Background: an optimization exercise with open tools, aiming at small area, a short achievable clock period and few clock cycles. Do not read the settings as production practice.
Power and IR drop assume default switching activity.

==> flow/design.v <==
package dvl_pkg;
   localparam int DEFAULT_MAX_FRAMES = 4;
   localparam int HEADER_LEN = 6;
   localparam logic [7:0]  SYNC_BYTE_RST   = 8'h7f;
   localparam logic [7:0]  HEADER_BYTE_RST = 8'h7f;
   localparam logic [15:0] VEL_ID_RST      = 16'h0358;
   localparam logic [15:0] RANGE_ID_RST    = 16'h0458;
   localparam int CSR_IDX_W  = 3;
   localparam int CSR_DATA_W = 16;
   typedef enum logic [CSR_IDX_W-1:0] {
      CSR_SYNC_BYTE   = 3'd0,
      CSR_HEADER_BYTE = 3'd1,
      CSR_VEL_ID      = 3'd2,
      CSR_RANGE_ID    = 3'd3,
      CSR_COUNT_LO    = 3'd4,
      CSR_COUNT_HI    = 3'd5
   } csr_idx_type;
   typedef enum logic [3:0] {
      PH_SYNC    = 4'd0,
      PH_HEADER  = 4'd1,
      PH_SIZE_LO = 4'd2,
      PH_SIZE_HI = 4'd3,
      PH_SPARE   = 4'd4,
      PH_COUNT   = 4'd5,
      PH_OFFSETS = 4'd6,
      PH_WAIT    = 4'd7,
      PH_ID_LO   = 4'd8,
      PH_VEL_SB  = 4'd9,
      PH_VEL_FW  = 4'd10,
      PH_VEL_UP  = 4'd11,
      PH_RANGE   = 4'd12
   } phase_type;
   typedef struct packed {
      logic [7:0]  sync_byte;
      logic [7:0]  header_byte;
      logic [15:0] vel_id;
      logic [15:0] range_id;
   } cfg_type;
   typedef struct packed {
      logic signed [31:0] vel_starboard;
      logic signed [31:0] vel_forward;
      logic signed [31:0] vel_upward;
      logic signed [31:0] bottom_range;
      logic [31:0]        update_count;
   } result_type;
endpackage
module dvl_datagram_velocity_parser_top #(
   parameter int MAX_FRAMES = dvl_pkg::DEFAULT_MAX_FRAMES
) (
   input  logic                              clock,
   input  logic                              reset,
   input  logic                              req_valid,
   output logic                              req_stall,
   input  logic [7:0]                        req_rx_byte,
   output logic                              rsp_valid,
   input  logic                              rsp_stall,
   output logic signed [31:0]                rsp_vel_starboard,
   output logic signed [31:0]                rsp_vel_forward,
   output logic signed [31:0]                rsp_vel_upward,
   output logic signed [31:0]                rsp_bottom_range,
   output logic [31:0]                       rsp_update_count,
   input  logic                              csr_wr_en,
   input  logic [dvl_pkg::CSR_IDX_W-1:0]     csr_index,
   input  logic [dvl_pkg::CSR_DATA_W-1:0]    csr_wdata
);
   localparam int S_SYNC = 0;    
   localparam int S_HEAD = 1;    
   localparam int S_OFF  = 2;    
   localparam int S_WAIT = 3;    
   localparam int S_IDLO = 4;    
   localparam int S_VEL  = 5;    
   localparam int S_RNG  = 6;    
   logic [6:0]  ph;
   logic [15:0] pos;             
   logic [3:0]  sel;             
   logic [3:0]  lastsel;         
   logic        done;            
   logic [3:0]  vcnt;            
   logic [7:0]  off_lo [4];      
   logic [7:0]  off_hi [4];      
   logic [7:0]  vel_b [12];      
   logic [7:0]  rng_b [4];       
   logic [31:0] cnt_live;        
   logic [31:0] cnt_out;         
   logic        out_v;
   logic        stall;
   logic [7:0]  cfg_sync, cfg_hdr;
   logic [15:0] cfg_vel, cfg_rng;
   logic [7:0]  b;
   logic        acc, take, fin, out_v_n;
   logic        hit, is_vel, is_rng, off_last, cnt_bad, tbl_hi;
   logic [6:0]  ph_n, ph_next;
   logic [31:0] cnt_inc, cnt_n;
   logic [7:0]  b_rst;
   logic [7:0]  cur_lo, cur_hi;
   logic [3:0]  tbl_slot;
   assign b         = req_rx_byte;
   assign req_stall = stall;
   assign acc       = req_valid & ~stall;
   assign take      = out_v & ~rsp_stall;
   assign fin       = acc & ph[S_RNG] & (vcnt[1:0] == 2'd3);
   always_ff @(posedge clock) begin
      if (reset) begin
         cfg_sync <= dvl_pkg::SYNC_BYTE_RST;
         cfg_hdr  <= dvl_pkg::HEADER_BYTE_RST;
         cfg_vel  <= dvl_pkg::VEL_ID_RST;
         cfg_rng  <= dvl_pkg::RANGE_ID_RST;
      end else if (csr_wr_en) begin
         case (csr_index)
            3'd0: cfg_sync <= csr_wdata[7:0];
            3'd1: cfg_hdr  <= csr_wdata[7:0];
            3'd2: cfg_vel  <= csr_wdata;
            3'd3: cfg_rng  <= csr_wdata;
            default: ;
         endcase
      end
   end
   always_comb begin
      cur_lo = '0;
      cur_hi = '0;
      for (int s = 0; s < 4; s++) begin
         cur_lo = cur_lo | (off_lo[s] & {8{sel[s]}});
         cur_hi = cur_hi | (off_hi[s] & {8{sel[s]}});
      end
   end
   always_comb begin
      for (int s = 0; s < 4; s++) tbl_slot[s] = (pos[3:1] == 3'(s + 3));
   end
   assign tbl_hi = pos[0];
   assign hit      = (pos == {cur_hi, cur_lo});
   assign is_vel   = ({cur_lo, b} == cfg_vel);
   assign is_rng   = ({cur_lo, b} == cfg_rng);
   assign off_last = tbl_hi & |(tbl_slot & lastsel);
   assign cnt_bad  = (b == 8'd0) || (b > 8'(MAX_FRAMES));
   always_comb begin
      ph_n = '0;
      case (1'b1)
         ph[S_SYNC]: if (b == cfg_sync) ph_n[S_HEAD] = 1'b1; else ph_n[S_SYNC] = 1'b1;
         ph[S_HEAD]: begin
            if ((pos[2:0] == 3'd1 && b != cfg_hdr) || (pos[2:0] == 3'd5 && cnt_bad))
               ph_n[S_SYNC] = 1'b1;
            else if (pos[2:0] == 3'd5)
               ph_n[S_OFF] = 1'b1;
            else
               ph_n[S_HEAD] = 1'b1;
         end
         ph[S_OFF]:  if (off_last) ph_n[S_WAIT] = 1'b1; else ph_n[S_OFF] = 1'b1;
         ph[S_WAIT]: begin
            if (done)     ph_n[S_SYNC] = 1'b1;
            else if (hit) ph_n[S_IDLO] = 1'b1;
            else          ph_n[S_WAIT] = 1'b1;
         end
         ph[S_IDLO]: begin
            if (is_vel)      ph_n[S_VEL]  = 1'b1;
            else if (is_rng) ph_n[S_RNG]  = 1'b1;
            else             ph_n[S_WAIT] = 1'b1;
         end
         ph[S_VEL]:  if (vcnt == 4'd11) ph_n[S_WAIT] = 1'b1; else ph_n[S_VEL] = 1'b1;
         ph[S_RNG]:  if (vcnt[1:0] == 2'd3) ph_n[S_SYNC] = 1'b1; else ph_n[S_RNG] = 1'b1;
         default:    ph_n[S_SYNC] = 1'b1;
      endcase
   end
   assign ph_next = acc ? ph_n : ph;
   always_ff @(posedge clock) begin
      if (reset) ph <= 7'(1 << S_SYNC);
      else       ph <= ph_next;
   end
   always_ff @(posedge clock) begin
      if (acc) begin
         pos <= ph[S_SYNC] ? 16'd1 : pos + 16'd1;
         if (ph[S_HEAD]) begin
            sel     <= 4'b0001;
            done    <= 1'b0;
            for (int s = 0; s < 4; s++) lastsel[s] <= (b[2:0] == 3'(s + 1));
         end
         if (ph[S_IDLO]) begin
            sel  <= {sel[2:0], sel[3]};
            done <= |(sel & lastsel);
         end
         vcnt <= ph[S_IDLO] ? 4'd0 : vcnt + 4'd1;
      end
   end
   always_ff @(posedge clock) begin
      for (int s = 0; s < 4; s++) begin
         if (acc && ((ph[S_OFF] && tbl_slot[s] && !tbl_hi) || (ph[S_WAIT] && hit && sel[s])))
            off_lo[s] <= b;
         if (acc && ph[S_OFF] && tbl_slot[s] && tbl_hi)
            off_hi[s] <= b;
      end
   end
   assign b_rst = b & {8{~reset}};
   always_ff @(posedge clock) begin
      for (int k = 0; k < 12; k++) begin
         if (reset || (acc && ph[S_VEL] && vcnt == 4'(k))) vel_b[k] <= b_rst;
      end
      for (int k = 0; k < 4; k++) begin
         if (acc && ph[S_RNG] && vcnt[1:0] == 2'(k)) rng_b[k] <= b;
      end
   end
   assign cnt_inc = cnt_live + 32'd1;
   always_comb begin
      cnt_n = fin ? cnt_inc : cnt_live;
      if (csr_wr_en && csr_index == 3'd4) cnt_n[15:0]  = csr_wdata;
      if (csr_wr_en && csr_index == 3'd5) cnt_n[31:16] = csr_wdata;
   end
   always_ff @(posedge clock) begin
      if (reset) cnt_live <= '0;
      else       cnt_live <= cnt_n;
      if (fin) cnt_out <= cnt_inc;
   end
   assign out_v_n = fin | (out_v & ~take);
   always_ff @(posedge clock) begin
      if (reset) begin
         out_v <= 1'b0;
         stall <= 1'b0;
      end else begin
         out_v <= out_v_n;
         stall <= out_v_n & (ph_next[S_VEL] | ph_next[S_RNG]);
      end
   end
   assign rsp_valid         = out_v;
   assign rsp_vel_starboard = {vel_b[3], vel_b[2], vel_b[1], vel_b[0]};
   assign rsp_vel_forward   = {vel_b[7], vel_b[6], vel_b[5], vel_b[4]};
   assign rsp_vel_upward    = {vel_b[11], vel_b[10], vel_b[9], vel_b[8]};
   assign rsp_bottom_range  = {rng_b[3], rng_b[2], rng_b[1], rng_b[0]};
   assign rsp_update_count  = cnt_out;
endmodule
export LEC_CHECK = 0
export CAP_MARGIN = 20
export CORE_MARGIN = 2
export CORE_UTILIZATION = 40
export SETUP_SLACK_MARGIN = 2.5
export SLEW_MARGIN = 20
create_clock -name core_clock -period 4.5 [get_ports {clock}]
run.sh (not shown) runs the stock make flow with config.mk's settings and CLKGATE_MAP_FILE= SYNTH_SCRIPT=/design/flow/synth_recipe.tcl, a recipe that flattens the netlist after the stock synthesis.
The baseline finished with timing, DRC and antenna clean.
Next try:
--- a/flow/design.v
+++ b/flow/design.v
@@ -74,9 +74,11 @@
    logic [15:0] pos;             
    logic [3:0]  sel;             
+   logic        hit;             
+   logic [7:0]  pb;              
    logic [3:0]  lastsel;         
    logic        done;            
    logic [3:0]  vcnt;            
    logic [7:0]  off_lo [4];      
-   logic [7:0]  off_hi [4];      
+   logic [7:0]  off_hi [4];
    logic [7:0]  vel_b [12];      
    logic [7:0]  rng_b [4];       
@@ -89,8 +91,8 @@
    logic [7:0]  b;
    logic        acc, take, fin, out_v_n;
-   logic        hit, is_vel, is_rng, off_last, cnt_bad, tbl_hi;
+   logic        hit_n, fwd, is_vel, is_rng, off_last, cnt_bad, tbl_hi;
    logic [6:0]  ph_n, ph_next;
    logic [31:0] cnt_inc, cnt_n;
-   logic [7:0]  b_rst;
+   logic [7:0]  b_rst, b_m1, b_hi_m1;
    logic [7:0]  cur_lo, cur_hi;
    logic [3:0]  tbl_slot;
@@ -128,7 +130,10 @@
    end
    assign tbl_hi = pos[0];
-   assign hit      = (pos == {cur_hi, cur_lo});
-   assign is_vel   = ({cur_lo, b} == cfg_vel);
-   assign is_rng   = ({cur_lo, b} == cfg_rng);
+   assign is_vel   = ({pb, b} == cfg_vel);
+   assign is_rng   = ({pb, b} == cfg_rng);
+   assign fwd      = ph[S_OFF] & tbl_hi & tbl_slot[0];
+   assign b_m1     = b - 8'd1;
+   assign b_hi_m1  = (pb == 8'd0) ? b_m1 : b;
+   assign hit_n    = (pos == {fwd ? b_hi_m1 : cur_hi, cur_lo});
    assign off_last = tbl_hi & |(tbl_slot & lastsel);
    assign cnt_bad  = (b == 8'd0) || (b > 8'(MAX_FRAMES));
@@ -174,8 +179,10 @@
             for (int s = 0; s < 4; s++) lastsel[s] <= (b[2:0] == 3'(s + 1));
          end
-         if (ph[S_IDLO]) begin
+         if (ph[S_WAIT] && !done && hit) begin
             sel  <= {sel[2:0], sel[3]};
             done <= |(sel & lastsel);
          end
+         hit <= hit_n;
+         pb  <= b;
          vcnt <= ph[S_IDLO] ? 4'd0 : vcnt + 4'd1;
       end
@@ -183,8 +190,8 @@
    always_ff @(posedge clock) begin
       for (int s = 0; s < 4; s++) begin
-         if (acc && ((ph[S_OFF] && tbl_slot[s] && !tbl_hi) || (ph[S_WAIT] && hit && sel[s])))
-            off_lo[s] <= b;
+         if (acc && ph[S_OFF] && tbl_slot[s] && !tbl_hi)
+            off_lo[s] <= b_m1;
          if (acc && ph[S_OFF] && tbl_slot[s] && tbl_hi)
-            off_hi[s] <= b;
+            off_hi[s] <= b_hi_m1;
       end
    end
After rerunning:
- The changed run finished clean
- clock power fell by about 3%
- flip-flop and latch count rose by 9
- wire length rose by 2.8%
- combinational power rose by about 20%
- global-route usage fell by 0.54 points
- power rose by 1.6%
- final area rose by 4.9%
- final cell count rose by 4.9%
- utilization fell by 0.31 points
- synthesized cell count rose by 6.4%
- worst setup slack is better by 0.21 ns
- first-iteration DRC count rose by 1.3%
No run of this note included a check of the RTL's function; only the layout flow was run.

==> static timing again, ports no longer ideal <==
How much do the figures lean on ideal ports? The routed layouts below were timed once more, with nothing changed but the port constraints.
Step 1: set_driving_cell puts a clkbuf_16 on clock and a buf_2 on each other input, an assumption about the parent block.
Step 2 also shifts input and output timing later by t, the mid clock arrival at the registers, as if the neighbouring blocks saw the same clock.
a / b / c = ideal / step 1 / step 2; a / b = the first two.
run	t, ns	setup WS [ns]	worst slew at a driven data input, ns
the first run	0.573	1.903 / 1.903 / 1.849	0.07
the second run	0.581	2.118 / 2.131 / 1.550	0.10
After both steps every run listed still meets setup and hold. The setup slack of the second run, which loses most, moves by +0.013 ns with the drivers and by -0.568 ns with both steps.
